Source: an optimization exercise on an open RTL-to-GDS flow (aim: small area). Production flows keep margins and buffers that such runs may drop. Where RTL was checked, it was by simulation tests only, not by an equivalence proof against the original. For run 4, only the layout was checked, not whether the RTL still works. Power figures rest on the tool's default switching activity, not on a simulated workload.

==> flow/design.v <==
module ats_timer_array #(
    parameter int unsigned NUM_CLOCKS = 16,
    parameter int unsigned NUM_ALARMS = 24,
    parameter int unsigned CNT_W      = 16,
    parameter int unsigned PULSE_LEN  = 2
) (
    input  logic                  clk,
    input  logic                  reset,
    input  logic                  cmd_valid,
    output logic                  cmd_ready,
    input  logic [31:0]           cmd_data,
    output logic                  rsp_valid,
    output logic                  rsp_ack,
    output logic [NUM_ALARMS-1:0] alarm_pulse,
    output logic [NUM_ALARMS-1:0] alarm_pending,
    input  logic [NUM_ALARMS-1:0] pend_clr,
    output logic                  irq
);
    localparam int NC = 16;
    localparam int NA = 24;
    localparam int W  = 16;
    localparam logic [2:0] OP_NOP     = 3'b000;
    localparam logic [2:0] OP_SET_CLK = 3'b001;
    localparam logic [2:0] OP_CLK_EN  = 3'b010;
    localparam logic [2:0] OP_MODE    = 3'b011;
    localparam logic [2:0] OP_SET_ALM = 3'b101;
    localparam logic [2:0] OP_SET_TMR = 3'b110;
    localparam logic [2:0] OP_ALM_EN  = 3'b111;
    logic [2:0]   pre;
    logic         active, clk_lock, alm_lock;
    logic [W-1:0] cnt   [NC];
    logic [1:0]   rate  [NC];
    logic [NC-1:0] clk_en;
    logic [W-1:0] dst  [NA];
    logic [3:0]   aclk  [NA];
    logic [NA-1:0] alm_en, alm_rep, pc;
    logic [NA-1:0] pend;          
    logic         wl_q;           
    logic         rst_q;          
    logic [W-1:0] xd;
    logic [2:0]   op;
    logic [3:0]   c_idx, ref_clk;
    logic [4:0]   a_idx;
    logic [W-1:0] cmd_val;
    logic         cmd_ok, cmd_acc, cmd_do;
    assign op      = cmd_data[31:29];
    assign c_idx   = cmd_data[28:25];
    assign a_idx   = cmd_data[28:24];
    assign ref_clk = cmd_data[19:16];
    assign cmd_val = cmd_data[W-1:0];
    assign cmd_acc = cmd_valid && cmd_ready;
    assign cmd_do  = cmd_acc && cmd_ok && !reset;
    logic a_idx_ok;
    assign a_idx_ok = (a_idx < 5'd24);
    always_comb begin
        case (op)
            OP_NOP, OP_MODE:       cmd_ok = 1'b1;
            OP_SET_CLK, OP_CLK_EN: cmd_ok = !clk_lock;
            OP_SET_TMR:            cmd_ok = a_idx_ok && !alm_lock && (cmd_val != '0);
            OP_SET_ALM, OP_ALM_EN: cmd_ok = a_idx_ok && !alm_lock;
            default:               cmd_ok = 1'b0;
        endcase
    end
    logic do_setclk, do_clken, do_mode, do_alm, do_almld;
    assign do_setclk = cmd_do && (op == OP_SET_CLK);
    assign do_clken  = cmd_do && (op == OP_CLK_EN);
    assign do_mode   = cmd_do && (op == OP_MODE);
    assign do_alm    = cmd_do && op[2];
    assign do_almld  = do_alm && (op[1:0] != 2'b11);
    logic [2:0]    pre_d;
    logic          active_d;
    logic [3:0]    tick_d;
    logic [1:0]    rate_d [NC];
    logic [NC-1:0] clk_step, clk_set, en_d, step_d;
    assign pre_d    = reset ? 3'd0 : (active ? pre + 3'd1 : pre);
    assign active_d = reset || (do_mode ? cmd_data[28] : active);
    assign tick_d   = {&pre_d, &pre_d[1:0], pre_d[0], 1'b1};
    always_comb begin
        for (int c = 0; c < NC; c++) begin
            clk_set[c] = do_setclk && (c_idx == 4'(c));
            if (reset) begin
                rate_d[c] = '0;
                en_d[c]   = 1'b0;
            end else if (clk_set[c]) begin
                rate_d[c] = cmd_data[23:22];
                en_d[c]   = 1'b1;
            end else begin
                rate_d[c] = rate[c];
                en_d[c]   = (do_clken && (c_idx == 4'(c))) ? cmd_data[23] : clk_en[c];
            end
            step_d[c] = active_d && en_d[c] && tick_d[rate_d[c]];
        end
    end
    logic [3:0]   msel;
    logic [W-1:0] mcnt, sub_b, x, xr;
    logic         x_cin;
    assign msel  = op[2] ? ref_clk : c_idx;
    always_comb begin
        mcnt = '0;
        for (int c = 0; c < NC; c++)
            if (msel == 4'(c)) mcnt = cnt[c];
    end
    assign sub_b = (op[2:1] == 2'b11) ? '0 : mcnt;
    assign x_cin = !clk_step[msel];
    assign x     = cmd_val + ~sub_b + W'(x_cin);
    assign xr    = reset ? '0 : (op[2] ? x : ~x);
    logic [NA-1:0] fire, wr;
    for (genvar i = 0; i < NA; i++) begin : g_alm
        logic         st, ld, pw, pa, zero;
        logic [3:0]   aclk_d;
        logic [W:0]   cy;
        logic [W-1:0] opa, opb, sum;
        assign aclk_d = reset ? 4'd0 :
                        (wr[i] && (op[1:0] != 2'b11)) ? ref_clk : aclk[i];
        assign pw    = rst_q || (wl_q && pend[i]);
        assign pa    = rst_q || pend[i];
        assign ld    = do_setclk && (aclk[i] == c_idx);
        assign wr[i] = do_alm && (a_idx == 5'(i));
        assign cy[0] = !st;
        for (genvar b = 0; b < W; b++) begin : g_fa
            assign opa[b]  = dst[i][b] || pw;
            assign opb[b]  = xd[b] || !pa;
            assign sum[b]  = opa[b] ^ opb[b] ^ cy[b];
            assign cy[b+1] = (opa[b] & opb[b]) | (cy[b] & (opa[b] ^ opb[b]));
        end
        assign zero    = (sum == '0);
        assign fire[i] = alm_en[i] && st && !ld && !wr[i] && zero;
        always_ff @(posedge clk) begin
            dst[i]  <= sum;
            aclk[i] <= aclk_d;
            st      <= step_d[aclk_d];
            if (reset) begin
                alm_en[i]  <= 1'b0;
                alm_rep[i] <= 1'b0;
            end else if (wr[i]) begin
                if (op[1:0] != 2'b11) begin
                    alm_en[i]  <= 1'b1;
                    alm_rep[i] <= !op[1] && cmd_data[23];
                end else begin
                    alm_en[i]  <= cmd_data[23];
                end
            end else if (fire[i] && !alm_rep[i]) begin
                alm_en[i] <= 1'b0;
            end
            pc[i]          <= !reset && fire[i];
            pend[i]        <= ld || (do_almld && (a_idx == 5'(i)));
            alarm_pulse[i] <= !reset && (fire[i] || (pc[i] && !wr[i]));
            if (reset)              alarm_pending[i] <= 1'b0;
            else if (fire[i])       alarm_pending[i] <= 1'b1;
            else if (pend_clr[i])   alarm_pending[i] <= 1'b0;
        end
    end
    logic [W-1:0] valr;
    assign valr = reset ? '0 : cmd_val;
    for (genvar c = 0; c < NC; c++) begin : g_clk
        logic [W:0]   ic;
        logic [W-1:0] inc;
        assign ic[0] = clk_step[c];
        for (genvar b = 0; b < W; b++) begin : g_inc
            assign inc[b]  = cnt[c][b] ^ ic[b];
            assign ic[b+1] = cnt[c][b] & ic[b];
        end
        always_ff @(posedge clk) begin
            cnt[c]      <= (reset || clk_set[c]) ? valr : inc;
            rate[c]     <= rate_d[c];
            clk_en[c]   <= en_d[c];
            clk_step[c] <= step_d[c];
        end
    end
    always_ff @(posedge clk) begin
        pre    <= pre_d;
        active <= active_d;
        if (reset) begin
            clk_lock  <= 1'b0;
            alm_lock  <= 1'b0;
            rsp_valid <= 1'b0;
            rsp_ack   <= 1'b0;
        end else begin
            rsp_valid <= cmd_acc;
            rsp_ack   <= cmd_acc && cmd_ok;
            if (do_mode) begin
                clk_lock <= cmd_data[27];
                alm_lock <= cmd_data[26];
            end
        end
        rst_q  <= reset;
        wl_q   <= do_almld;
        xd     <= xr;
    end
    assign irq       = |alarm_pending;
    assign cmd_ready = !rst_q;
endmodule
==> flow/flow/run.sh <==
#!/bin/bash
# Layout flow: the standard synthesis, then the combinational logic is
# re-mapped for area by ABC (registers, adder cells and tie cells are kept as
# standard synthesis made them), then the standard layout from floorplan on.
set -euo pipefail
here=$(pwd)
fl=$here/flow
res=$here/orfs/results/$FLOW_PLATFORM/ats_timer_array/base
lib=$FLOW_HOME/platforms/$FLOW_PLATFORM/lib/sky130_fd_sc_hd__tt_025C_1v80.lib

bash standard.sh synth > synth.log 2>&1

cp $res/1_2_yosys.v $here/1_2_yosys.standard.v
REMAP_IN=$here/1_2_yosys.standard.v REMAP_OUT=$here/1_2_yosys.remap.v \
REMAP_LIB=$lib REMAP_TOP=$FLOW_TOP REMAP_DONT_USE="$(cat $fl/dont_use.txt)" \
REMAP_SCRIPT=$fl/remap.abc \
  yosys -c $fl/remap.tcl > remap.log 2>&1
cp $here/1_2_yosys.remap.v $res/1_2_yosys.v
rm -f $res/1_synth.odb $res/1_synth.sdc

bash standard.sh \
  "CTS_ARGS=-sink_clustering_enable -repair_clock_nets -sink_clustering_size 12 -sink_clustering_max_diameter 50 -buf_list sky130_fd_sc_hd__clkbuf_8 -dont_use_dummy_load" \
  finish > layout.log 2>&1
==> flow/flow/dont_use.txt <==
sky130_fd_sc_hd__probe_p_8 sky130_fd_sc_hd__probec_p_8 sky130_fd_sc_hd__lpflow_bleeder_1 sky130_fd_sc_hd__lpflow_clkbufkapwr_1 sky130_fd_sc_hd__lpflow_clkbufkapwr_16 sky130_fd_sc_hd__lpflow_clkbufkapwr_2 sky130_fd_sc_hd__lpflow_clkbufkapwr_4 sky130_fd_sc_hd__lpflow_clkbufkapwr_8 sky130_fd_sc_hd__lpflow_clkinvkapwr_1 sky130_fd_sc_hd__lpflow_clkinvkapwr_16 sky130_fd_sc_hd__lpflow_clkinvkapwr_2 sky130_fd_sc_hd__lpflow_clkinvkapwr_4 sky130_fd_sc_hd__lpflow_clkinvkapwr_8 sky130_fd_sc_hd__lpflow_decapkapwr_12 sky130_fd_sc_hd__lpflow_decapkapwr_3 sky130_fd_sc_hd__lpflow_decapkapwr_4 sky130_fd_sc_hd__lpflow_decapkapwr_6 sky130_fd_sc_hd__lpflow_decapkapwr_8 sky130_fd_sc_hd__lpflow_inputiso0n_1 sky130_fd_sc_hd__lpflow_inputiso0p_1 sky130_fd_sc_hd__lpflow_inputiso1n_1 sky130_fd_sc_hd__lpflow_inputiso1p_1 sky130_fd_sc_hd__lpflow_inputisolatch_1 sky130_fd_sc_hd__lpflow_isobufsrc_1 sky130_fd_sc_hd__lpflow_isobufsrc_16 sky130_fd_sc_hd__lpflow_isobufsrc_2 sky130_fd_sc_hd__lpflow_isobufsrc_4 sky130_fd_sc_hd__lpflow_isobufsrc_8 sky130_fd_sc_hd__lpflow_isobufsrckapwr_16 sky130_fd_sc_hd__lpflow_lsbuf_lh_hl_isowell_tap_1 sky130_fd_sc_hd__lpflow_lsbuf_lh_hl_isowell_tap_2 sky130_fd_sc_hd__lpflow_lsbuf_lh_hl_isowell_tap_4 sky130_fd_sc_hd__lpflow_lsbuf_lh_isowell_4 sky130_fd_sc_hd__lpflow_lsbuf_lh_isowell_tap_1 sky130_fd_sc_hd__lpflow_lsbuf_lh_isowell_tap_2 sky130_fd_sc_hd__lpflow_lsbuf_lh_isowell_tap_4 sky130_fd_sc_hd__fill_1 sky130_fd_sc_hd__fill_2 sky130_fd_sc_hd__fill_4 sky130_fd_sc_hd__fill_8
==> flow/flow/remap.abc <==
strash
dch -f
amap
strash
dch -f
amap
strash
dch -f
amap
topo
==> flow/flow/remap.tcl <==
# Re-map the combinational logic of a mapped netlist; registers, adders and
# tie cells are kept as they are (same instances, same names).
# env: REMAP_IN, REMAP_OUT, REMAP_LIB, REMAP_DONT_USE, REMAP_SCRIPT
yosys -import
set lib $::env(REMAP_LIB)
read_liberty -ignore_miss_func $lib
blackbox sky130_fd_sc_hd__df* sky130_fd_sc_hd__edf* sky130_fd_sc_hd__sdf* sky130_fd_sc_hd__dl* sky130_fd_sc_hd__sedf* sky130_fd_sc_hd__conb* sky130_fd_sc_hd__fa_* sky130_fd_sc_hd__ha_*
read_verilog $::env(REMAP_IN)
hierarchy -top $::env(REMAP_TOP)
flatten
opt_clean
set du {}
foreach c $::env(REMAP_DONT_USE) { lappend du -dont_use $c }
abc -liberty $lib {*}$du -script $::env(REMAP_SCRIPT)
opt_clean -purge
splitnets
opt_clean -purge
hilomap -singleton -hicell sky130_fd_sc_hd__conb_1 HI -locell sky130_fd_sc_hd__conb_1 LO
insbuf -buf sky130_fd_sc_hd__buf_4 A X
opt_clean -purge
tee -o $::env(REMAP_OUT).stat stat -liberty $lib
write_verilog -noattr -nohex -nodec $::env(REMAP_OUT)
==> flow/standard.sh <==
#!/bin/bash
# synth_recipe.tcl (not shown) runs the flow's synth.tcl, then flattens the netlist and writes it again
# the make line also repeats each setting of config.mk as NAME=value (left out here)
make -C /OpenROAD-flow-scripts/flow DESIGN_CONFIG=/design/flow/config.mk WORK_HOME=/design/flow/orfs CLKGATE_MAP_FILE= SYNTH_SCRIPT=/design/flow/synth_recipe.tcl "${@:-finish}"
==> flow/config.mk <==
export PLATFORM = sky130hd
export DESIGN_NAME = ats_timer_array
export DESIGN_NICKNAME = ats_timer_array
export VERILOG_FILES = /design/flow/design.v
export SDC_FILE = /design/flow/constraint.sdc
export NUM_CORES = 8
export LEC_CHECK = 0
export ABC_AREA = 1
export CAP_MARGIN = 20
export CORE_MARGIN = 2
export CORE_UTILIZATION = 45
export CTS_BUF_LIST = sky130_fd_sc_hd__clkbuf_8
export CTS_CLUSTER_DIAMETER = 50
export CTS_CLUSTER_SIZE = 12
export PLACE_DENSITY = 0.6
export SLEW_MARGIN = 20
==> flow/constraint.sdc <==
create_clock -name core_clock -period 9.0 [get_ports {clk}]
set_input_delay 1.8000 -clock core_clock [delete_from_list [all_inputs] [get_ports {clk}]]
set_output_delay 1.8000 -clock core_clock [all_outputs]
set_load 0.01 [all_outputs]
==> flow_summary.yaml, run 1 <==
flow_run:
  max-cap-violations: 0
yosys:
  synth_cells: 5288
  yosysWarningCount: 6
  netlist_area_um2: 50080
  synthesis.nets: 5964
  avgSynthCellArea_um2: 9.471
power_and_ir_drop:
  total_power_mw: 12.89
  powerDensity_nw_per_um2: 228.7
  irDropWorstVdd_uv: 119.1
  p_leak_nw: 20.52
critical_path:
  cp.arrival_ps: 9300
  cp_top_family: "adder cells"
  crit_type: "flip-flop to flip-flop"
  r2r_cells: 29
  crit_slowest_cell: "fa_1"
  crit_path_start_kind: "flip-flop"
  cp_common_cell: "fa_1"
  cp_num_buf_inv: 5
  r2r_setup_slack_ps: 410
  crit_fanout: 15
  r2r-start: "rst_q$_DFF_P_"
  cp-end-kind: "flip-flop"
  cp_num_cells: 29
  cp.required_ps: 9710
  cp_slowest_stage_delay_ps: 540
  crit_start: "rst_q$_DFF_P_"
  r2r-end: "alm_en[11]$_SDFFE_PP0P_"
  cp-endpoint: "alm_en[11]$_SDFFE_PP0P_"
routing:
  wirelength_um: 162800
  vias: 40900
  first_pass_iters: 6
  wl_per_cell_um: 22.71
  drc: 0
  drt_iter0_markers: 3976
  ant_nets: 0
  vias_per_cell: 5.705
sta:
  fin_setup_tns_ps: 0
  relSlewSlack_pct: 17.76
  post-route-min-period_ps: 8589
  whs_ps: 429.8
  fin_skew_ps: 99.28
  timing.fmax_mhz: 116.4
  hold_violations: 0
  worstMarginPinSlew_ps: 1222
  finalSetupViolations: 0
  min_period_over_period_pct: 95.43
  maxSlewViolCount: 0
cts:
  htreeDepth: 3
  ctsHoldBuffers: 0
  cts_resized: 0
  cts_setup_buffers: 0
  cts.sinks: 994
  cts_root_buffer: "clkbuf_8"
  cts_tree: "done"
  clockBufferDepth: 3
  clk_pin_slew_ps: 80
  cts_buffers: 121
  clk_latency_ps: 800
cells_and_area:
  utilization_pct: 51.00
  syn_to_final_growth_pct: 12.53
  layout-drive-gt1-share_pct: 7.573
  layout_common_cells: "dfxtp_1, or2_0, clkinv_1"
  instances_no_fill: 7168
  final_nets: 6356
  fillCellCount: 10420
  final_common_cell: "dfxtp_1"
floorplan:
  design.core.area_um2: 110500
  die_x_um: 337.6
  start_util_pct: 45.32
  rows: 122
  die_h_um: 337.6
  fp.dieArea_um2: 114000
  pin_count: 111
placed_design:
  finalWeightedCongestion: 0.9229
  dp_cells: 7045
  dpl.hpwl_um: 110000
  io_buffers: 108
global_routing:
  first_global_vias: 39680
  grt_pass1_wl_um: 245900
  track_usage_pct: 28.59
  antenna_found_initial: 12
  grt-ovfl-total: 0
  grt_max_degree: 70
status:
  status: "timing/DRC/antenna clean"
hold_path:
  hp-class: "flip-flop to flip-flop"
power breakdown:
part / internal [mW] / switching [mW]
Sequential: 5.49 / 0.317
Combinational: 1.84 / 2.46
Clock: 1.18 / 1.60
registers in the layout (all words and copies together), names as in the netlist:
register and cells:
alm_en 24, wl_q 1, pre 3, alarm_pulse 24, rsp_valid 1, g_alm.st 24
dst 384, cnt 256, clk_lock 1, xd 16, rsp_ack 1, clk_en 16
pend 24, clk_step 16, alarm_pending 24, pc 24, alm_lock 1, rate 32
alm_rep 24, aclk 96, active 1, rst_q 1
worst min-delay path: stages (launching register included):
cell and delay [ps]:
dfxtp_1 300, clkinv_1 40, a21oi_1 50
per-layer routing:
layer  vias up  GRT usage [%]  routed length [um]
met5         -              0                  16
met4         2          10.70                6732
met3       360          4.933               11940
met2      1403          45.23               72850
met1     19790          39.14               71230
li1      19340              -                   -
how the worst min path moves through the flow:
stage / startpoint / end / slack [ps] / cells past startpoint
3_5_place_dp: pc[4]$_DFF_P_ / alarm_pulse[4]$_DFF_P_ / 420 / 2
3_3_place_gp: pc[4]$_DFF_P_ / alarm_pulse[4]$_DFF_P_ / 410 / 2
4_1_cts: pc[4]$_DFF_P_ / alarm_pulse[4]$_DFF_P_ / 430 / 2
6_report: pc[4]$_DFF_P_ / alarm_pulse[4]$_DFF_P_ / 430 / 2
2_1_floorplan: pc[4]$_DFF_P_ / alarm_pulse[4]$_DFF_P_ / 410 / 2
5_1_grt: pc[9]$_DFF_P_ / alarm_pulse[9]$_DFF_P_ / 450 / 2
cell type report:
| cell class | count | area (um^2) | area share, % |
|---|---|---|---|
| timing repair buffer | 293 | 2500 | 4.436 |
| tap | 1488 | 1862 | 3.303 |
| sequential | 994 | 19920 | 35.35 |
| clock buffer | 121 | 1665 | 2.955 |
| antenna | 2 | 5.005 | 0.008880 |
| inverter | 519 | 1953 | 3.465 |
| multi-input combinational | 3751 | 28450 | 50.49 |
per-stage QoR:
stage / instance area [um^2] / worst slack (ps)
floorplan: 50090 / 42.79
global placement: 54420 / 136.1
detailed placement: 54420 / 116.0
CTS: 56080 / 35.37
global route: 56360 / -38.63
finish: 56360 / 411.4
==> run 2: changes to the inputs <==
--- a/flow/flow/run.sh
+++ b/flow/flow/run.sh
@@ -19,5 +19,5 @@
 rm -f $res/1_synth.odb $res/1_synth.sdc
 
 bash standard.sh \
-  "CTS_ARGS=-sink_clustering_enable -repair_clock_nets -sink_clustering_size 12 -sink_clustering_max_diameter 50 -buf_list sky130_fd_sc_hd__clkbuf_8 -dont_use_dummy_load" \
+  "CTS_ARGS=-sink_clustering_enable -repair_clock_nets -sink_clustering_size 8 -sink_clustering_max_diameter 30 -buf_list sky130_fd_sc_hd__clkbuf_4 -dont_use_dummy_load" \
   finish > layout.log 2>&1
==> flow_summary.yaml, run 2 <==
status:
  status: "timing/DRC/antenna clean"
routing:
  drt_iter0_markers: 3799
  wirelength_um: 163600
  wl_per_cell_um: 22.42
  ant_nets: 0
  vias: 41730
  vias_per_cell: 5.719
  drc: 0
  first_pass_iters: 6
floorplan:
  die_x_um: 337.6
  rows: 122
  pin_count: 111
  design.core.area_um2: 110500
  die_h_um: 337.6
  fp.dieArea_um2: 114000
  start_util_pct: 45.32
hold_path:
  min_path_cells: 2
  hp-class: "flip-flop to flip-flop"
global_routing:
  antenna_found_initial: 16
  grt-ovfl-total: 0
  grt_pass1_wl_um: 248100
  first_global_vias: 40790
  track_usage_pct: 28.93
  grt_max_degree: 70
placed_design:
  dp_cells: 7045
  preCtsSetupSlack_ps: 116.0
  io_buffers: 108
  placed_cell_area_um2: 54420
  dpl.hpwl_um: 110000
  finalWeightedCongestion: 0.9229
power_and_ir_drop:
  total_power_mw: 13.00
  power_frac_clock_pct: 22.1
  p_leak_nw: 20.76
  switching_share_pct: 34.29
  powerDensity_nw_per_um2: 229.8
  combPwrFrac_pct: 33.2
  power.internal_mw: 8.543
  p_seq_share_pct: 44.7
  p_switching_mw: 4.458
  irDropWorstVdd_uv: 90.33
sta:
  rsz0062_at_grt: "true"
  finalSetupViolations: 0
  whs_ps: 429.5
  setup_ws_ps: 362.7
  min_period_over_period_pct: 95.97
  worstMarginPinSlew_ps: 1181
  hold_violations: 0
  maxSlewViolCount: 0
  relSlewSlack_pct: 20.55
  fin_skew_ps: 151.0
  timing.fmax_mhz: 115.8
  post-route-min-period_ps: 8637
  fin_setup_tns_ps: 0
cells_and_area:
  multiInputGateArea_um2: 28490
  largest_reg_flops: 384
  final_common_cell: "dfxtp_1"
  layout-drive-gt1-share_pct: 9.641
  layout_common_cells: "dfxtp_1, or2_0, clkinv_1"
  largest_register: "dst"
  utilization_pct: 51.18
  regArea_um2: 19920
  syn_to_final_growth_pct: 12.94
  final_nets: 6476
  largestRegisters: "dst: 384 flops, cnt: 256 flops, aclk: 96 flops"
  fillCellCount: 10490
  instances_no_fill: 7296
  design_area_um2: 56560
cts:
  htreeDepth: 4
  cts.sinks: 994
  cts_tree: "done"
  cts_setup_buffers: 0
  cts_root_buffer: "clkbuf_4"
  cts_buffers: 241
  clk_pin_slew_ps: 80
  clockBufferDepth: 3
  clk_latency_ps: 1200
yosys:
  synth_cells: 5288
  yosysWarningCount: 6
  synthesis.nets: 5964
  avgSynthCellArea_um2: 9.471
  netlist_area_um2: 50080
critical_path:
  cp_common_cell: "fa_1"
  crit_type: "flip-flop to flip-flop"
  r2r_setup_slack_ps: 360
  cp.arrival_ps: 9660
  cp-end-kind: "flip-flop"
  cp_top_family: "adder cells"
  crit_path_start_kind: "flip-flop"
  r2r-start: "rst_q$_DFF_P_"
  cp_num_cells: 29
  r2r-end: "alm_en[11]$_SDFFE_PP0P_"
  cp-endpoint: "alm_en[11]$_SDFFE_PP0P_"
  cp_slowest_stage_delay_ps: 540
  cp_num_buf_inv: 5
  r2r_cells: 29
  cp.required_ps: 10030
  crit_start: "rst_q$_DFF_P_"
  crit_slowest_cell: "fa_1"
  crit_fanout: 11
flow_run:
  max-cap-violations: 0
==> run 2: layout make-up <==
class                      instances  share of cell area (%)
clock buffer                     241                   3.199
sequential                       994                   35.22
multi-input combinational       3751                   50.37
antenna                           10                 0.04424
inverter                         519                   3.453
tap                             1488                   3.292
timing repair buffer             293                   4.426
==> run 2: power by group through the flow <==
stage	clock network [mW]	logic (mW)	registers (mW)
floorplan	0	2.91	5.79
global placement	0	4.06	5.87
detailed placement	0	4.18	5.90
CTS	2.96	4.24	5.82
global route	3.15	4.96	5.90
finish	2.87	4.32	5.81
==> run 2: layer usage <==
metal  share of wire (%)  global-route usage [%]  vias to the layer above
li1                    -                       -                    19680
met1                  43                   39.14                    19970
met2                  45                   45.40                     1672
met3                 8.1                   5.438                      400
met4                 3.8                   12.08                        4
met5               0.017                       0                        -
==> run 2: worst min-delay path, cell delays in order (launching register included) <==
cell and delay (ps):
dfxtp_1 300, clkinv_1 40, a21oi_1 50
==> run 2: worst min path at each step <==
stage | to | slack (ps) | startpoint
2_1_floorplan | alarm_pulse[4]$_DFF_P_ | 410 | pc[4]$_DFF_P_
3_3_place_gp | alarm_pulse[4]$_DFF_P_ | 410 | pc[4]$_DFF_P_
3_5_place_dp | alarm_pulse[4]$_DFF_P_ | 420 | pc[4]$_DFF_P_
4_1_cts | alarm_pulse[4]$_DFF_P_ | 430 | pc[4]$_DFF_P_
5_1_grt | alarm_pulse[12]$_DFF_P_ | 460 | pc[12]$_DFF_P_
6_report | alarm_pulse[4]$_DFF_P_ | 430 | pc[4]$_DFF_P_
==> run 2: repair_timing <==
item | 4_1_cts | 5_1_grt
resized for setup | 0 | 88
setup endpoints to repair | 0 | 65
endpoints found under the hold margin | 0 | 0
hold buffers | 0 | 0
==> run 3: changes to the inputs <==
--- a/flow/flow/run.sh
+++ b/flow/flow/run.sh
@@ -19,5 +19,5 @@
 rm -f $res/1_synth.odb $res/1_synth.sdc
 
 bash standard.sh \
-  "CTS_ARGS=-sink_clustering_enable -repair_clock_nets -sink_clustering_size 8 -sink_clustering_max_diameter 30 -buf_list sky130_fd_sc_hd__clkbuf_4 -dont_use_dummy_load" \
+  "CTS_ARGS=-sink_clustering_enable -repair_clock_nets -sink_clustering_size 16 -sink_clustering_max_diameter 55 -buf_list sky130_fd_sc_hd__clkbuf_8 -dont_use_dummy_load" \
   finish > layout.log 2>&1
==> flow_summary.yaml, run 3 <==
sta:
  timing.fmax_mhz: 115.9
  whs_ps: 401.8
  hold_violations: 0
  worstMarginPinSlew_ps: 1171
  fin_setup_tns_ps: 0
  fin_skew_ps: 102.3
  finalSetupViolations: 0
  setup_ws_ps: 369.8
  relSlewSlack_pct: 21.95
  maxSlewViolCount: 0
  min_period_over_period_pct: 95.89
  post-route-min-period_ps: 8630
critical_path:
  cp_num_cells: 30
  crit_fanout: 7
  cp_top_family: "adder cells"
  cp_num_buf_inv: 5
  r2r-end: "alm_en[10]$_SDFFE_PP0P_"
  crit_start: "rst_q$_DFF_P_"
  crit_type: "flip-flop to flip-flop"
  cp_slowest_stage_delay_ps: 530
  r2r_setup_slack_ps: 370
  r2r_cells: 30
  crit_path_start_kind: "flip-flop"
  crit_slowest_cell: "fa_1"
  cp-endpoint: "alm_en[10]$_SDFFE_PP0P_"
  cp_common_cell: "fa_1"
  cp.arrival_ps: 9280
  r2r-start: "rst_q$_DFF_P_"
  cp.required_ps: 9650
  cp-end-kind: "flip-flop"
power_and_ir_drop:
  p_leak_nw: 20.46
  power.internal_mw: 8.429
  combPwrFrac_pct: 33.7
  p_seq_share_pct: 45.4
  power_frac_clock_pct: 20.9
  irDropWorstVdd_uv: 140.1
  switching_share_pct: 34.08
  powerDensity_nw_per_um2: 227.4
  total_power_mw: 12.79
  p_switching_mw: 4.358
cts:
  ctsHoldBuffers: 0
  cts_setup_buffers: 0
  clk_latency_ps: 810
  cts_root_buffer: "clkbuf_8"
  clk_pin_slew_ps: 100
  htreeDepth: 3
  cts.sinks: 994
  cts_buffers: 112
  cts_tree: "done"
  clockBufferDepth: 3
  cts_resized: 0
cells_and_area:
  instances_no_fill: 7159
  final_common_cell: "dfxtp_1"
  design_area_um2: 56240
  syn_to_final_growth_pct: 12.29
  layout-drive-gt1-share_pct: 7.409
  largestRegisters: "dst: 384 flops, cnt: 256 flops, aclk: 96 flops"
  final_nets: 6347
  largest_reg_flops: 384
  largest_register: "dst"
  utilization_pct: 50.89
  layout_common_cells: "dfxtp_1, or2_0, clkinv_1"
floorplan:
  design.core.area_um2: 110500
  die_h_um: 337.6
  start_util_pct: 45.32
  pin_count: 111
  die_x_um: 337.6
  fp.dieArea_um2: 114000
  rows: 122
routing:
  vias_per_cell: 5.717
  drc: 0
  vias: 40930
  first_pass_iters: 6
  ant_nets: 0
  wirelength_um: 162600
  drt_iter0_markers: 3710
  wl_per_cell_um: 22.71
status:
  status: "timing/DRC/antenna clean"
global_routing:
  track_usage_pct: 28.57
  grt_max_degree: 70
  grt-ovfl-total: 0
  antenna_found_initial: 10
  first_global_vias: 39740
  grt_pass1_wl_um: 245900
placed_design:
  preCtsSetupSlack_ps: 116.0
  dpl.hpwl_um: 110000
  dp_cells: 7045
  io_buffers: 108
  finalWeightedCongestion: 0.9229
  placed_cell_area_um2: 54420
yosys:
  synth_cells: 5288
  synthesis.nets: 5964
  avgSynthCellArea_um2: 9.471
  yosysWarningCount: 6
  netlist_area_um2: 50080
hold_path:
  hp-class: "flip-flop to flip-flop"
flow_run:
  max-cap-violations: 0
-- run 3: worst reg2reg max path: cells and delay by family (launching register included) --
kind            cells  cell delay [ps]
compound gates      1              200
buf+inv             5              480
fa+ha+maj          15             6010
flops               1              360
simple gates        9             1460
-- run 3: per-layer routing --
| layer | track usage, % | vias up | part of all wire, % |
|---|---|---|---|
| met1 | 39.21 | 19760 | 44 |
| met2 | 45.17 | 1464 | 45 |
| li1 | - | 19340 | - |
| met4 | 10.52 | 2 | 4.2 |
| met5 | 0 | - | 0.0086 |
| met3 | 4.933 | 362 | 7.4 |
-- run 3: how the worst min path moves through the flow --
stage	start	end	cells after the start	slack, ps
after floorplan	pc[4]$_DFF_P_	alarm_pulse[4]$_DFF_P_	2	410
after global placement	pc[4]$_DFF_P_	alarm_pulse[4]$_DFF_P_	2	410
after detailed placement	pc[4]$_DFF_P_	alarm_pulse[4]$_DFF_P_	2	420
after CTS	pc[9]$_DFF_P_	alarm_pulse[9]$_DFF_P_	2	410
after global routing	pc[9]$_DFF_P_	alarm_pulse[9]$_DFF_P_	2	420
final	pc[9]$_DFF_P_	alarm_pulse[9]$_DFF_P_	2	400
-- run 3: power groups by stage --
stage | registers (mW) | logic (mW) | clock network [mW]
after floorplan | 5.79 | 2.91 | 0
after CTS | 5.81 | 4.24 | 2.73
after detailed placement | 5.90 | 4.18 | 0
after global placement | 5.87 | 4.06 | 0
final | 5.81 | 4.31 | 2.67
after global routing | 5.90 | 4.95 | 2.89
-- run 3: final cells by class --
class	count	area, um^2
tap	1488	1862
clock buffer	112	1541
timing repair buffer	293	2500
inverter	519	1953
fill	10420	54280
sequential	994	19920
multi-input combinational	3751	28460
antenna	2	5.005
==> run 4: changes to the inputs <==
--- a/flow/design.v
+++ b/flow/design.v
@@ -105,24 +105,21 @@
     assign x     = cmd_val + ~sub_b + W'(x_cin);
     assign xr    = reset ? '0 : (op[2] ? x : ~x);
     logic [NA-1:0] fire, wr;
+    logic [W-1:0]  xdn;
+    assign xdn = ~xd;
     for (genvar i = 0; i < NA; i++) begin : g_alm
         logic         st, ld, pw, pa, zero;
         logic [3:0]   aclk_d;
-        logic [W:0]   cy;
-        logic [W-1:0] opa, opb, sum;
+        logic [W-1:0] sum;
         assign aclk_d = reset ? 4'd0 :
                         (wr[i] && (op[1:0] != 2'b11)) ? ref_clk : aclk[i];
         assign pw    = rst_q || (wl_q && pend[i]);
         assign pa    = rst_q || pend[i];
         assign ld    = do_setclk && (aclk[i] == c_idx);
         assign wr[i] = do_alm && (a_idx == 5'(i));
-        assign cy[0] = !st;
-        for (genvar b = 0; b < W; b++) begin : g_fa
-            assign opa[b]  = dst[i][b] || pw;
-            assign opb[b]  = xd[b] || !pa;
-            assign sum[b]  = opa[b] ^ opb[b] ^ cy[b];
-            assign cy[b+1] = (opa[b] & opb[b]) | (cy[b] & (opa[b] ^ opb[b]));
-        end
+        ats_timer_array_dsum u_sum (
+            .d(dst[i]), .xdn(xdn), .pw(pw), .pa(pa), .st(st), .sum(sum)
+        );
         assign zero    = (sum == '0);
         assign fire[i] = alm_en[i] && st && !ld && !wr[i] && zero;
         always_ff @(posedge clk) begin
@@ -153,15 +150,13 @@
     logic [W-1:0] valr;
     assign valr = reset ? '0 : cmd_val;
     for (genvar c = 0; c < NC; c++) begin : g_clk
-        logic [W:0]   ic;
-        logic [W-1:0] inc;
-        assign ic[0] = clk_step[c];
-        for (genvar b = 0; b < W; b++) begin : g_inc
-            assign inc[b]  = cnt[c][b] ^ ic[b];
-            assign ic[b+1] = cnt[c][b] & ic[b];
-        end
+        logic [W-1:0] cnt_d;
+        ats_timer_array_cnext u_next (
+            .cnt(cnt[c]), .step(clk_step[c]), .ld(reset || clk_set[c]),
+            .val(valr), .nxt(cnt_d)
+        );
         always_ff @(posedge clk) begin
-            cnt[c]      <= (reset || clk_set[c]) ? valr : inc;
+            cnt[c]      <= cnt_d;
             rate[c]     <= rate_d[c];
             clk_en[c]   <= en_d[c];
             clk_step[c] <= step_d[c];
@@ -190,3 +185,35 @@
     assign irq       = |alarm_pending;
     assign cmd_ready = !rst_q;
 endmodule
+module ats_timer_array_dsum (
+    input  logic [15:0] d,
+    input  logic [15:0] xdn,
+    input  logic        pw,
+    input  logic        pa,
+    input  logic        st,
+    output logic [15:0] sum
+);
+    logic [16:0] cy;
+    logic [15:0] opa, opb;
+    assign cy[0] = !st;
+    for (genvar b = 0; b < 16; b++) begin : g_fa
+        assign opa[b]  = d[b] || pw;
+        assign opb[b]  = !(xdn[b] && pa);
+        assign sum[b]  = opa[b] ^ opb[b] ^ cy[b];
+        assign cy[b+1] = (opa[b] & opb[b]) | (cy[b] & (opa[b] ^ opb[b]));
+    end
+endmodule
+module ats_timer_array_cnext (
+    input  logic [15:0] cnt,
+    input  logic        step,
+    input  logic        ld,
+    input  logic [15:0] val,
+    output logic [15:0] nxt
+);
+    logic [16:0] ic;
+    assign ic[0] = step;
+    for (genvar b = 0; b < 16; b++) begin : g_inc
+        assign nxt[b]   = ld ? val[b] : (cnt[b] ^ ic[b]);
+        assign ic[b+1]  = cnt[b] & ic[b];
+    end
+endmodule
==> flow/flow/run.sh (replaced) <==
#!/bin/bash
# Layout flow:
#  1. the standard synthesis, run on the design with the RTL bodies of the
#     two arithmetic helper modules (ats_timer_array_dsum, _cnext) replaced by
#     the cell-level versions in cells.v (same ports, same function; they hold
#     no registers, so the registers are those of the standard synthesis);
#  2. the rest of the combinational logic re-mapped for area by ABC (registers,
#     adder cells, tie cells and the helper modules' cells are kept as they are);
#  3. the standard layout from floorplan on, with the clock tree built from
#     clkbuf_8 without dummy loads.
set -euo pipefail
here=$(pwd)
fl=$here/flow
res=$here/orfs/results/$FLOW_PLATFORM/ats_timer_array/base
lib=$FLOW_HOME/platforms/$FLOW_PLATFORM/lib/sky130_fd_sc_hd__tt_025C_1v80.lib

python3 $fl/swap.py $FLOW_DESIGN $fl/cells.v $here/design_cells.v > swap.log 2>&1
bash standard.sh VERILOG_FILES=$here/design_cells.v synth > synth.log 2>&1

cp $res/1_2_yosys.v $here/1_2_yosys.standard.v
REMAP_IN=$here/1_2_yosys.standard.v REMAP_OUT=$here/1_2_yosys.remap.v \
REMAP_LIB=$lib REMAP_TOP=$FLOW_TOP REMAP_DONT_USE="$(cat $fl/dont_use.txt)" \
REMAP_SCRIPT=$fl/remap.abc REMAP_KEEP='*u_*' REMAP_KEEP_CELLS=$fl/keep_cells.v \
  yosys -c $fl/remap.tcl > remap.log 2>&1
cp $here/1_2_yosys.remap.v $res/1_2_yosys.v
rm -f $res/1_synth.odb $res/1_synth.sdc

bash standard.sh VERILOG_FILES=$here/design_cells.v \
  "CTS_ARGS=-sink_clustering_enable -repair_clock_nets -sink_clustering_size 12 -sink_clustering_max_diameter 50 -buf_list sky130_fd_sc_hd__clkbuf_8 -dont_use_dummy_load" \
  finish > layout.log 2>&1
==> flow/flow/cells.v (new file) <==
// Cell-level versions of the two arithmetic helper modules of the RTL, used in
// place of their RTL bodies by run.sh. Same ports and function.
module ats_timer_array_dsum (d, xdn, pw, pa, st, sum);
  input [15:0] d;
  input [15:0] xdn;
  input pw;
  input pa;
  input st;
  output [15:0] sum;
  wire [16:0] cy;
  wire [15:0] opa, opb;
  sky130_fd_sc_hd__clkinv_1 u_cin (.A(st), .Y(cy[0]));
  genvar b;
  generate for (b = 0; b < 16; b = b + 1) begin : g_fa
    sky130_fd_sc_hd__or2_0   u_a  (.A(d[b]), .B(pw), .X(opa[b]));
    sky130_fd_sc_hd__nand2_1 u_b  (.A(xdn[b]), .B(pa), .Y(opb[b]));
    sky130_fd_sc_hd__fa_1    u_fa (.A(opa[b]), .B(opb[b]), .CIN(cy[b]), .COUT(cy[b+1]), .SUM(sum[b]));
  end endgenerate
endmodule

module ats_timer_array_cnext (cnt, step, ld, val, nxt);
  input [15:0] cnt;
  input step;
  input ld;
  input [15:0] val;
  output [15:0] nxt;
  wire [16:0] ic;
  wire [15:0] s;
  wire nld;
  assign ic[0] = step;
  sky130_fd_sc_hd__clkinv_1 u_nld (.A(ld), .Y(nld));
  genvar b;
  generate for (b = 0; b < 16; b = b + 1) begin : g_inc
    sky130_fd_sc_hd__ha_1  u_ha (.A(cnt[b]), .B(ic[b]), .COUT(ic[b+1]), .SUM(s[b]));
    sky130_fd_sc_hd__a22o_1 u_mx (.A1(ld), .A2(val[b]), .B1(nld), .B2(s[b]), .X(nxt[b]));
  end endgenerate
endmodule
==> flow/flow/keep_cells.v (new file) <==
(* blackbox *) module KEEP_or2_0 (A, B, X); input A, B; output X; endmodule
(* blackbox *) module KEEP_nand2_1 (A, B, Y); input A, B; output Y; endmodule
(* blackbox *) module KEEP_clkinv_1 (A, Y); input A; output Y; endmodule
(* blackbox *) module KEEP_a22o_1 (A1, A2, B1, B2, X); input A1, A2, B1, B2; output X; endmodule
--- a/flow/flow/remap.tcl
+++ b/flow/flow/remap.tcl
@@ -1,5 +1,6 @@
 # Re-map the combinational logic of a mapped netlist; registers, adders and
-# tie cells are kept as they are (same instances, same names).
+# tie cells are kept as they are (same instances, same names), and so are the
+# cells of the instances matching REMAP_KEEP (the cell-level helper modules).
 # env: REMAP_IN, REMAP_OUT, REMAP_LIB, REMAP_DONT_USE, REMAP_SCRIPT
 yosys -import
 set lib $::env(REMAP_LIB)
@@ -7,12 +8,23 @@
 blackbox sky130_fd_sc_hd__df* sky130_fd_sc_hd__edf* sky130_fd_sc_hd__sdf* sky130_fd_sc_hd__dl* sky130_fd_sc_hd__sedf* sky130_fd_sc_hd__conb* sky130_fd_sc_hd__fa_* sky130_fd_sc_hd__ha_*
 read_verilog $::env(REMAP_IN)
 hierarchy -top $::env(REMAP_TOP)
+if {[info exists ::env(REMAP_KEEP)]} {
+  read_verilog $::env(REMAP_KEEP_CELLS)
+  foreach c {or2_0 nand2_1 clkinv_1 a22o_1} {
+    chtype -map sky130_fd_sc_hd__$c KEEP_$c c:$::env(REMAP_KEEP)
+  }
+}
 flatten
 opt_clean
 set du {}
 foreach c $::env(REMAP_DONT_USE) { lappend du -dont_use $c }
 abc -liberty $lib {*}$du -script $::env(REMAP_SCRIPT)
 opt_clean -purge
+if {[info exists ::env(REMAP_KEEP)]} {
+  foreach c {or2_0 nand2_1 clkinv_1 a22o_1} {
+    chtype -map KEEP_$c sky130_fd_sc_hd__$c
+  }
+}
 splitnets
 opt_clean -purge
 hilomap -singleton -hicell sky130_fd_sc_hd__conb_1 HI -locell sky130_fd_sc_hd__conb_1 LO
==> flow/flow/swap.py (new file) <==
# Replace the RTL bodies of the modules defined in cells.v by their cell-level versions.
import re, sys
design, cells, out = sys.argv[1:4]
t = open(design).read()
c = open(cells).read()
for name in re.findall(r'^module\s+(\w+)', c, re.M):
    t, n = re.subn(r'^module\s+%s\b.*?^endmodule\b' % name, '', t, flags=re.M | re.S)
    assert n == 1, name
open(out, 'w').write(t + '\n' + c)
==> flow_summary.yaml, run 4 <==
power_and_ir_drop:
  irDropWorstVdd_uv: 129.6
  total_power_mw: 11.80
  powerDensity_nw_per_um2: 210.5
  p_leak_nw: 21.05
routing:
  first_pass_iters: 6
  vias_per_cell: 5.973
  drc: 0
  wl_per_cell_um: 23.63
  wirelength_um: 158700
  drt_iter0_markers: 3431
  ant_nets: 0
  vias: 40130
critical_path:
  crit_fanout: 11
  cp.arrival_ps: 9500
  cp_slowest_stage_delay_ps: 570
  cp-end-kind: "flip-flop"
  r2r_cells: 26
  cp.required_ps: 9710
  crit_path_start_kind: "flip-flop"
  crit_type: "flip-flop to flip-flop"
  cp_common_cell: "fa_1"
  crit_slowest_cell: "or4_4"
floorplan:
  die_h_um: 335.2
  start_util_pct: 45.33
  pin_count: 111
  die_x_um: 335.2
  fp.dieArea_um2: 112300
  design.core.area_um2: 108900
  rows: 121
placed_design:
  dpl.hpwl_um: 107700
  io_buffers: 108
  finalWeightedCongestion: 0.8609
  placed_cell_area_um2: 53680
yosys:
  netlist_area_um2: 49350
  avgSynthCellArea_um2: 10.10
  synth_cells: 4888
  yosysWarningCount: 11
  synthesis.nets: 5604
sta:
  fin_skew_ps: 100.7
  worstMarginPinSlew_ps: 1185
  timing.fmax_mhz: 113.7
  relSlewSlack_pct: 20.79
  min_period_over_period_pct: 97.72
  finalSetupViolations: 0
  rsz0062_at_grt: "true"
  maxSlewViolCount: 0
  post-route-min-period_ps: 8795
  hold_violations: 0
cts:
  cts_root_buffer: "clkbuf_8"
  clk_pin_slew_ps: 80
  clockBufferDepth: 3
  clk_latency_ps: 850
  cts_tree: "done"
  htreeDepth: 4
  cts_buffers: 131
  ctsHoldBuffers: 0
  cts.sinks: 994
global_routing:
  met2_usage_pct: 43.39
  grt_pass1_wl_um: 242100
  grt_max_degree: 149
  antenna_found_initial: 6
  met3_usage_pct: 4.528
  grt-ovfl-total: 0
  track_usage_pct: 28.22
  gr-usage-met1_pct: 39.67
  first_global_vias: 39330
  grt-busiest-layer: "met2"
cells_and_area:
  largestRegisters: "dst: 384 flops, cnt: 256 flops, aclk: 96 flops"
  syn_to_final_growth_pct: 13.65
  design_area_um2: 56080
  final_common_cell: "dfxtp_1"
  utilization_pct: 51.52
  layout_common_cells: "dfxtp_1, nand2_1, or2_0"
  largest_register: "dst"
  layout-drive-gt1-share_pct: 9.472
  final_nets: 6018
  largest_reg_flops: 384
hold_path:
  min_path_cells: 1
  hp-class: "flip-flop to flip-flop"
status:
  status: "timing/DRC/antenna clean"
flow_run:
  max-cap-violations: 0
==> run 4: final cells by class <==
class	instances	area [um^2]
repair buffers	304	2678
multi-input cells	3521	28570
clock buffers	131	1803
repair inverters	1	16.27
flip-flops and latches	994	19900
diodes	5	12.51
inverters	349	1331
fillers	9978	52770
well taps	1414	1769
==> run 4: path summary, 6_finish.rpt <==
check           startpoint                        endpoint  slack [ps]
max          rst_q$_DFF_P_  alarm_pending[21]$_SDFFE_PP0P_         210
min          pc[3]$_DFF_P_          alarm_pulse[3]$_DFF_P_         430
max reg2reg  rst_q$_DFF_P_  alarm_pending[21]$_SDFFE_PP0P_         210
min reg2reg  pc[3]$_DFF_P_          alarm_pulse[3]$_DFF_P_         430
==> run 4: report_power, final <==
part           internal, mW  total (mW)  switching [mW]
Clock                  1.29        2.92            1.63
Combinational          1.35        3.25            1.90
Sequential             5.40        5.64           0.243
Total                  8.04        11.8            3.77
==> run 4: per-stage QoR <==
stage / TNS, ps / std cells / setup WS [ps] / hold WS [ps]
2_1_floorplan: 0 / 4888 / 20.87 / 403.2
3_3_place_gp: -929.2 / 6576 / -141.4 / 410.6
3_5_place_dp: -3804 / 6576 / -246.8 / 411.2
4_1_cts: 0 / 6712 / 1.493 / 428.0
5_1_grt: -134.9 / 6718 / -44.32 / 446.8
6_report: 0 / 6719 / 205.2 / 426.2
==> run 4: critical path: cells and delay by family (launching register included) <==
family,cells,cell delay [ps]
buf+inv,3,330
compound gates,2,180
fa+ha+maj,16,6550
simple gates,5,1260
flops,1,380
==> run 4: routing by layer <==
layer	vias up	wire length [um]
li1	18440	-
met1	19860	70740
met2	1506	70420
met3	328	11270
met4	0	6303
met5	-	0
==> run 4: timing repair <==
action                     CTS  global route
setup buffers                4             2
pin swaps                    1            18
setup endpoints to repair   58            82
cloned                       1             0
resized for setup           48           133
==> run 5: changes to the inputs <==
--- a/flow/design.v
+++ b/flow/design.v
@@ -113,14 +113,14 @@
         logic [W-1:0] sum;
         assign aclk_d = reset ? 4'd0 :
                         (wr[i] && (op[1:0] != 2'b11)) ? ref_clk : aclk[i];
-        assign pw    = rst_q || (wl_q && pend[i]);
-        assign pa    = rst_q || pend[i];
+        assign pw    = wl_q && pend[i];
+        assign pa    = pend[i];
         assign ld    = do_setclk && (aclk[i] == c_idx);
         assign wr[i] = do_alm && (a_idx == 5'(i));
         ats_timer_array_dsum u_sum (
-            .d(dst[i]), .xdn(xdn), .pw(pw), .pa(pa), .st(st), .sum(sum)
+            .d(dst[i]), .xdn(xdn), .pw(pw), .pa(pa), .st(st), .sum(sum),
+            .zero(zero)
         );
-        assign zero    = (sum == '0);
         assign fire[i] = alm_en[i] && st && !ld && !wr[i] && zero;
         always_ff @(posedge clk) begin
             dst[i]  <= sum;
@@ -140,7 +140,7 @@
                 alm_en[i] <= 1'b0;
             end
             pc[i]          <= !reset && fire[i];
-            pend[i]        <= ld || (do_almld && (a_idx == 5'(i)));
+            pend[i]        <= reset || ld || (do_almld && (a_idx == 5'(i)));
             alarm_pulse[i] <= !reset && (fire[i] || (pc[i] && !wr[i]));
             if (reset)              alarm_pending[i] <= 1'b0;
             else if (fire[i])       alarm_pending[i] <= 1'b1;
@@ -179,7 +179,7 @@
             end
         end
         rst_q  <= reset;
-        wl_q   <= do_almld;
+        wl_q   <= reset || do_almld;
         xd     <= xr;
     end
     assign irq       = |alarm_pending;
@@ -191,7 +191,8 @@
     input  logic        pw,
     input  logic        pa,
     input  logic        st,
-    output logic [15:0] sum
+    output logic [15:0] sum,
+    output logic        zero
 );
     logic [16:0] cy;
     logic [15:0] opa, opb;
@@ -202,6 +203,7 @@
         assign sum[b]  = opa[b] ^ opb[b] ^ cy[b];
         assign cy[b+1] = (opa[b] & opb[b]) | (cy[b] & (opa[b] ^ opb[b]));
     end
+    assign zero = (sum == '0);
 endmodule
 module ats_timer_array_cnext (
     input  logic [15:0] cnt,
--- a/flow/flow/cells.v
+++ b/flow/flow/cells.v
@@ -1,13 +1,15 @@
 // Cell-level versions of the two arithmetic helper modules of the RTL, used in
 // place of their RTL bodies by run.sh. Same ports and function.
-module ats_timer_array_dsum (d, xdn, pw, pa, st, sum);
+module ats_timer_array_dsum (d, xdn, pw, pa, st, sum, zero);
   input [15:0] d;
   input [15:0] xdn;
   input pw;
   input pa;
   input st;
   output [15:0] sum;
+  output zero;
   wire [16:0] cy;
+  wire za, zb, zc, zd, zlo;
   wire [15:0] opa, opb;
   sky130_fd_sc_hd__clkinv_1 u_cin (.A(st), .Y(cy[0]));
   genvar b;
@@ -16,6 +18,13 @@
     sky130_fd_sc_hd__nand2_1 u_b  (.A(xdn[b]), .B(pa), .Y(opb[b]));
     sky130_fd_sc_hd__fa_1    u_fa (.A(opa[b]), .B(opb[b]), .CIN(cy[b]), .COUT(cy[b+1]), .SUM(sum[b]));
   end endgenerate
+  // zero: the late (high) sum bits enter at the last gates
+  sky130_fd_sc_hd__nor4_1 u_za (.A(sum[0]), .B(sum[1]), .C(sum[2]), .D(sum[3]), .Y(za));
+  sky130_fd_sc_hd__nor4_1 u_zb (.A(sum[4]), .B(sum[5]), .C(sum[6]), .D(sum[7]), .Y(zb));
+  sky130_fd_sc_hd__nor4_1 u_zc (.A(sum[8]), .B(sum[9]), .C(sum[10]), .D(sum[11]), .Y(zc));
+  sky130_fd_sc_hd__nor4_1 u_zd (.A(sum[15]), .B(sum[14]), .C(sum[13]), .D(sum[12]), .Y(zd));
+  sky130_fd_sc_hd__and3_1 u_zl (.A(za), .B(zb), .C(zc), .X(zlo));
+  sky130_fd_sc_hd__and2_0 u_z  (.A(zd), .B(zlo), .X(zero));
 endmodule
 
 module ats_timer_array_cnext (cnt, step, ld, val, nxt);
==> flow/flow/keep_cells.v (replaced) <==
(* blackbox *) module KEEP_or2_0 (A, B, X); input A, B; output X; endmodule
(* blackbox *) module KEEP_nand2_1 (A, B, Y); input A, B; output Y; endmodule
(* blackbox *) module KEEP_clkinv_1 (A, Y); input A; output Y; endmodule
(* blackbox *) module KEEP_a22o_1 (A1, A2, B1, B2, X); input A1, A2, B1, B2; output X; endmodule
(* blackbox *) module KEEP_nor4_1 (A, B, C, D, Y); input A, B, C, D; output Y; endmodule
(* blackbox *) module KEEP_and3_1 (A, B, C, X); input A, B, C; output X; endmodule
(* blackbox *) module KEEP_and2_0 (A, B, X); input A, B; output X; endmodule
--- a/flow/flow/remap.tcl
+++ b/flow/flow/remap.tcl
@@ -10,7 +10,7 @@
 hierarchy -top $::env(REMAP_TOP)
 if {[info exists ::env(REMAP_KEEP)]} {
   read_verilog $::env(REMAP_KEEP_CELLS)
-  foreach c {or2_0 nand2_1 clkinv_1 a22o_1} {
+  foreach c {or2_0 nand2_1 clkinv_1 a22o_1 nor4_1 and3_1 and2_0} {
     chtype -map sky130_fd_sc_hd__$c KEEP_$c c:$::env(REMAP_KEEP)
   }
 }
@@ -21,7 +21,7 @@
 abc -liberty $lib {*}$du -script $::env(REMAP_SCRIPT)
 opt_clean -purge
 if {[info exists ::env(REMAP_KEEP)]} {
-  foreach c {or2_0 nand2_1 clkinv_1 a22o_1} {
+  foreach c {or2_0 nand2_1 clkinv_1 a22o_1 nor4_1 and3_1 and2_0} {
     chtype -map KEEP_$c sky130_fd_sc_hd__$c
   }
 }
==> flow_summary.yaml, run 5 <==
routing:
  ant_nets: 0
  first_pass_iters: 8
  wirelength_um: 152000
  wl_per_cell_um: 23.26
  drt_iter0_markers: 3635
  drc: 0
  vias_per_cell: 6.014
  vias: 39290
floorplan:
  pin_count: 111
  start_util_pct: 45.18
  die_h_um: 334.1
  fp.dieArea_um2: 111600
  die_x_um: 334.1
  rows: 121
  design.core.area_um2: 108600
sta:
  hold_violations: 0
  worstMarginPinSlew_ps: 1178
  maxSlewViolCount: 0
  fin_skew_ps: 73.64
  relSlewSlack_pct: 21.37
  setup_ws_ps: 248.9
  fin_setup_tns_ps: 0
  timing.fmax_mhz: 114.3
  rsz0062_at_grt: "false"
  min_period_over_period_pct: 97.23
  finalSetupViolations: 0
  post-route-min-period_ps: 8751
cts:
  ctsHoldBuffers: 0
  cts_buffers: 130
  clk_pin_slew_ps: 70
  htreeDepth: 4
  cts_resized: 0
  cts_setup_buffers: 0
  clockBufferDepth: 3
  cts_root_buffer: "clkbuf_8"
  cts.sinks: 994
  cts_tree: "done"
  clk_latency_ps: 850
cells_and_area:
  largestRegisters: "dst: 384 flops, cnt: 256 flops, aclk: 96 flops"
  final_common_cell: "dfxtp_1"
  utilization_pct: 50.67
  largest_register: "dst"
  largest_reg_flops: 384
  layout-drive-gt1-share_pct: 6.643
  final_nets: 5836
  syn_to_final_growth_pct: 12.15
  design_area_um2: 55000
  fillCellCount: 9930
  layout_common_cells: "dfxtp_1, nand2_1, or2_0"
critical_path:
  cp-end-kind: "flip-flop"
  cp_slowest_stage_delay_ps: 460
  cp.required_ps: 9680
  r2r_cells: 26
  cp_top_family: "adder cells"
  cp.arrival_ps: 9430
  cp_common_cell: "fa_1"
  cp_num_buf_inv: 2
  crit_fanout: 17
  cp_num_cells: 26
  crit_slowest_cell: "fa_1"
  r2r_setup_slack_ps: 250
  crit_path_start_kind: "flip-flop"
  crit_type: "flip-flop to flip-flop"
status:
  status: "timing/DRC/antenna clean"
yosys:
  yosysWarningCount: 11
  netlist_area_um2: 49040
  synthesis.nets: 5451
  avgSynthCellArea_um2: 10.36
  synth_cells: 4735
global_routing:
  first_global_vias: 38360
  grt_pass1_wl_um: 233800
  track_usage_pct: 27.23
  antenna_found_initial: 4
  grt_max_degree: 75
  grt-ovfl-total: 0
placed_design:
  io_buffers: 108
  finalWeightedCongestion: 0.8944
  dpl.hpwl_um: 103300
  placed_cell_area_um2: 53150
  preCtsSetupSlack_ps: 164.0
power_and_ir_drop:
  irDropWorstVdd_uv: 115.2
  powerDensity_nw_per_um2: 230.2
  p_leak_nw: 21.04
flow_run:
  max-cap-violations: 0
hold_path:
  min_path_cells: 1
  hp-class: "flip-flop to flip-flop"
[run 5: routing by layer]
layer	global-route usage, %	wire (um)	up-vias
met3	5.016	11760	299
met4	9.067	4899	6
met5	0	35	-
met1	38.48	67630	19420
li1	-	-	18070
met2	42.00	67650	1507
[run 5: area by class of cell]
class                   instances  area (um^2)  share of cell area [%]
multi-input cells            3430        28070                   51.03
repair buffers                277         2389                   4.343
flip-flops and latches        994        19900                   36.18
clock buffers                 130         1789                   3.253
inverters                     287         1086                   1.975
diodes                          1        2.502                0.004550
well taps                    1414         1769                   3.217
[run 5: power breakdown]
| group | switching [mW] | internal (mW) | leakage [nW] |
|---|---|---|---|
| combinational | 2.30 | 1.73 | 11.9 |
| clock | 1.60 | 1.28 | 0.935 |
| sequential | 0.253 | 5.49 | 8.23 |
| total | 4.16 | 8.50 | 21.0 |
[run 5: path summary, 6_finish.rpt]
kind | startpoint | end
setup reg to reg | wl_q$_DFF_P_ | alm_en[6]$_SDFFE_PP0P_
hold / removal | pc[11]$_DFF_P_ | alarm_pulse[11]$_DFF_P_
hold reg to reg | pc[11]$_DFF_P_ | alarm_pulse[11]$_DFF_P_
setup / recovery | wl_q$_DFF_P_ | alm_en[6]$_SDFFE_PP0P_
[run 5: through the flow]
step           std cells  hold slack, ps  power (mW)
6_report            6533           408.2       12.66
5_1_grt             6533           421.9       13.61
4_1_cts             6532           394.9       12.72
3_5_place_dp        6402           442.5       9.826
3_3_place_gp        6402           438.3       9.667
2_1_floorplan       4735           417.9       8.596
[run 5: worst reg2reg max path, stage by stage (launching register included)]
cell        delay, ps
dfxtp_1           320
clkinvlp_4        180
buf_12            230
nor2b_1           100
or2_0             230
fa_1              450
fa_1              390
fa_1              390
fa_1              390
fa_1              390
fa_1              390
fa_1              390
fa_1              390
fa_1              390
fa_1              390
fa_1              380
fa_1              380
fa_1              390
fa_1              400
fa_1              390
fa_1              460
nor4_1            410
and2_0            280
nand3_1           210
nor2_1            140
o22a_1            140
nor2_1             30
==> run 6: changes to the inputs <==
--- a/flow/flow/run.sh
+++ b/flow/flow/run.sh
@@ -26,5 +26,5 @@
 rm -f $res/1_synth.odb $res/1_synth.sdc
 
 bash standard.sh VERILOG_FILES=$here/design_cells.v \
-  "CTS_ARGS=-sink_clustering_enable -repair_clock_nets -sink_clustering_size 12 -sink_clustering_max_diameter 50 -buf_list sky130_fd_sc_hd__clkbuf_8 -dont_use_dummy_load" \
+  "CTS_ARGS=-sink_clustering_enable -repair_clock_nets -sink_clustering_size 16 -sink_clustering_max_diameter 55 -buf_list sky130_fd_sc_hd__clkbuf_8 -dont_use_dummy_load" \
   finish > layout.log 2>&1
--- a/flow/config.mk
+++ b/flow/config.mk
@@ -6,11 +6,11 @@
 export NUM_CORES = 8
 export LEC_CHECK = 0
 export ABC_AREA = 1
-export CAP_MARGIN = 20
+export CAP_MARGIN = 0
 export CORE_MARGIN = 2
 export CORE_UTILIZATION = 45
 export CTS_BUF_LIST = sky130_fd_sc_hd__clkbuf_8
 export CTS_CLUSTER_DIAMETER = 50
 export CTS_CLUSTER_SIZE = 12
 export PLACE_DENSITY = 0.6
-export SLEW_MARGIN = 20
+export SLEW_MARGIN = 0
==> flow_summary.yaml, run 6 <==
sta:
  relSlewSlack_pct: 9.273
  post-route-min-period_ps: 8732
  fin_skew_ps: 89.35
  maxSlewViolCount: 0
  finalSetupViolations: 0
  min_period_over_period_pct: 97.02
  hold_violations: 0
  worstMarginPinSlew_ps: 1358
  timing.fmax_mhz: 114.5
cells_and_area:
  final_nets: 5820
  utilization_pct: 50.49
  design_area_um2: 54810
  largest_reg_flops: 384
  layout-drive-gt1-share_pct: 6.390
  largestRegisters: "dst: 384 flops, cnt: 256 flops, aclk: 96 flops"
  largest_register: "dst"
  syn_to_final_growth_pct: 11.75
  layout_common_cells: "dfxtp_1, nand2_1, or2_0"
  instances_no_fill: 6517
  final_common_cell: "dfxtp_1"
routing:
  drt_iter0_markers: 3684
  drc: 0
  vias_per_cell: 5.996
  vias: 39080
  first_pass_iters: 9
  ant_nets: 0
  wl_per_cell_um: 23.26
  wirelength_um: 151600
cts:
  cts_tree: "done"
  cts_root_buffer: "clkbuf_8"
  cts_buffers: 111
  clk_latency_ps: 810
  clk_pin_slew_ps: 100
  ctsHoldBuffers: 0
  cts.sinks: 994
  htreeDepth: 3
  clockBufferDepth: 3
status:
  status: "timing/DRC/antenna clean"
placed_design:
  placed_cell_area_um2: 53150
  dp_cells: 6402
  io_buffers: 108
  dpl.hpwl_um: 103300
  finalWeightedCongestion: 0.8944
yosys:
  synthesis.nets: 5451
  avgSynthCellArea_um2: 10.36
  yosysWarningCount: 11
  synth_cells: 4735
  netlist_area_um2: 49040
hold_path:
  min_path_cells: 1
  worstHoldEndpoint: "alarm_pulse[12]$_DFF_P_"
  hp-class: "flip-flop to flip-flop"
  min_from: "pc[12]$_DFF_P_"
floorplan:
  pin_count: 111
  die_x_um: 334.1
  rows: 121
  start_util_pct: 45.18
  design.core.area_um2: 108600
  die_h_um: 334.1
  fp.dieArea_um2: 111600
power_and_ir_drop:
  total_power_mw: 12.42
  irDropWorstVdd_uv: 136.3
  p_leak_nw: 20.95
  powerDensity_nw_per_um2: 226.5
critical_path:
  r2r_cells: 26
  r2r-start: "wl_q$_DFF_P_"
  cp-end-kind: "flip-flop"
  cp.required_ps: 9710
  r2r-end: "alarm_pending[17]$_SDFFE_PP0P_"
  cp.arrival_ps: 9440
  r2r_setup_slack_ps: 270
  crit_path_start_kind: "flip-flop"
  crit_type: "flip-flop to flip-flop"
  crit_fanout: 9
global_routing:
  grt_max_degree: 75
  antenna_found_initial: 3
  track_usage_pct: 26.99
  grt-ovfl-total: 0
  first_global_vias: 38230
  grt_pass1_wl_um: 232800
flow_run:
  max-cap-violations: 0
-- run 6: worst max path at each step --
stage / from / end / slack [ps] / depth (start not counted)
6_report: wl_q$_DFF_P_ / alarm_pending[17]$_SDFFE_PP0P_ / 270 / 26
5_1_grt: wl_q$_DFF_P_ / alm_en[5]$_SDFFE_PP0P_ / -20 / 26
4_1_cts: wl_q$_DFF_P_ / alarm_pending[17]$_SDFFE_PP0P_ / 140 / 26
3_5_place_dp: wl_q$_DFF_P_ / alarm_pending[17]$_SDFFE_PP0P_ / 190 / 26
3_3_place_gp: wl_q$_DFF_P_ / alarm_pending[17]$_SDFFE_PP0P_ / 280 / 26
2_1_floorplan: cmd_data[25] / xd[14]$_SDFF_PP0_ / 30 / 31
-- run 6: metal layers --
| metal | part of all wire, % | GRT usage (%) | vias to the layer above |
|---|---|---|---|
| li1 | - | - | 18060 |
| met1 | 45 | 38.30 | 19360 |
| met2 | 44 | 41.85 | 1374 |
| met3 | 7.7 | 4.569 | 274 |
| met4 | 3.2 | 8.817 | 2 |
| met5 | 0.0053 | 0 | - |
-- run 6: worst max-delay path, stage by stage (launching register included) --
cell	delay (ps)
dfxtp_1	340
clkinvlp_4	150
buf_12	200
nor2b_1	80
or2_0	230
fa_1	440
fa_1	390
fa_1	380
fa_1	390
fa_1	390
fa_1	390
fa_1	390
fa_1	380
fa_1	390
fa_1	390
fa_1	390
fa_1	390
fa_1	390
fa_1	390
fa_1	400
fa_1	460
nor4_1	420
and2_0	260
nand3b_1	110
nor3_1	200
buf_4	180
o21bai_1	100
-- run 6: power breakdown --
part / leakage (nW) / switching [mW] / internal [mW]
logic: 11.9 / 2.29 / 1.72
registers: 8.23 / 0.256 / 5.49
clock network: 0.798 / 1.56 / 1.09
total: 21.0 / 4.11 / 8.30
-- run 6: what timing repair did --
item,CTS,global route
setup endpoints to repair,0,26
setup buffers,0,2
resized for setup,0,18
-- run 6: layout make-up --
type / count / area [um^2]
Clock buffer: 111 / 1528
Sequential cell: 994 / 19900
Multi-Input combinational cell: 3430 / 28080
Antenna cell: 1 / 2.502
Fill cell: 10010 / 53740
Timing Repair Buffer: 280 / 2441
Inverter: 287 / 1086
Tap cell: 1414 / 1769
-- run 6: stage by stage --
step | setup WS [ps] | setup TNS (ps) | hold slack [ps]
final | 268.0 | 0 | 451.4
after global routing | -21.03 | -21.03 | 469.6
after CTS | 140.1 | 0 | 445.1
after detailed placement | 188.8 | 0 | 442.5
after global placement | 275.4 | 0 | 438.3
after floorplan | 33.34 | 0 | 417.9

[static timing again, ports no longer ideal]
The flow's constraints put no driver on any port. The routed layouts listed below were extracted and timed again, unchanged, in two steps. Step 1 assumes that a clkbuf_16 drives the clock port and a buf_2 every other input. Step 2 also shifts input and output timing later by t, the mid clock arrival at the registers, as if the neighbouring blocks saw the same clock. Slacks: ideal ports / drivers / drivers and shift; pairs: ideal ports / drivers.
run	shift t [ns]	slack for setup (ns)	latest minus earliest clock arrival (ns)	slew at the worst register clock pin (ns)	worst data-port slew with drivers (ns)
run 1	0.832	0.411 / 0.411 / 0.411	0.120 / 0.120	0.09 / 0.09	0.21
run 2	1.192	0.363 / 0.363 / 0.363	0.161 / 0.161	0.09 / 0.09	0.20
run 3	0.827	0.370 / 0.370 / 0.370	0.107 / 0.107	0.10 / 0.10	0.22
run 4	0.869	0.205 / 0.205 / 0.205	0.111 / 0.111	0.09 / 0.09	0.18
run 5	0.873	0.249 / 0.249 / 0.249	0.080 / 0.081	0.09 / 0.09	0.10
run 6	0.827	0.268 / 0.268 / 0.268	0.089 / 0.090	0.10 / 0.10	0.09
After both steps every run listed still meets setup and hold.
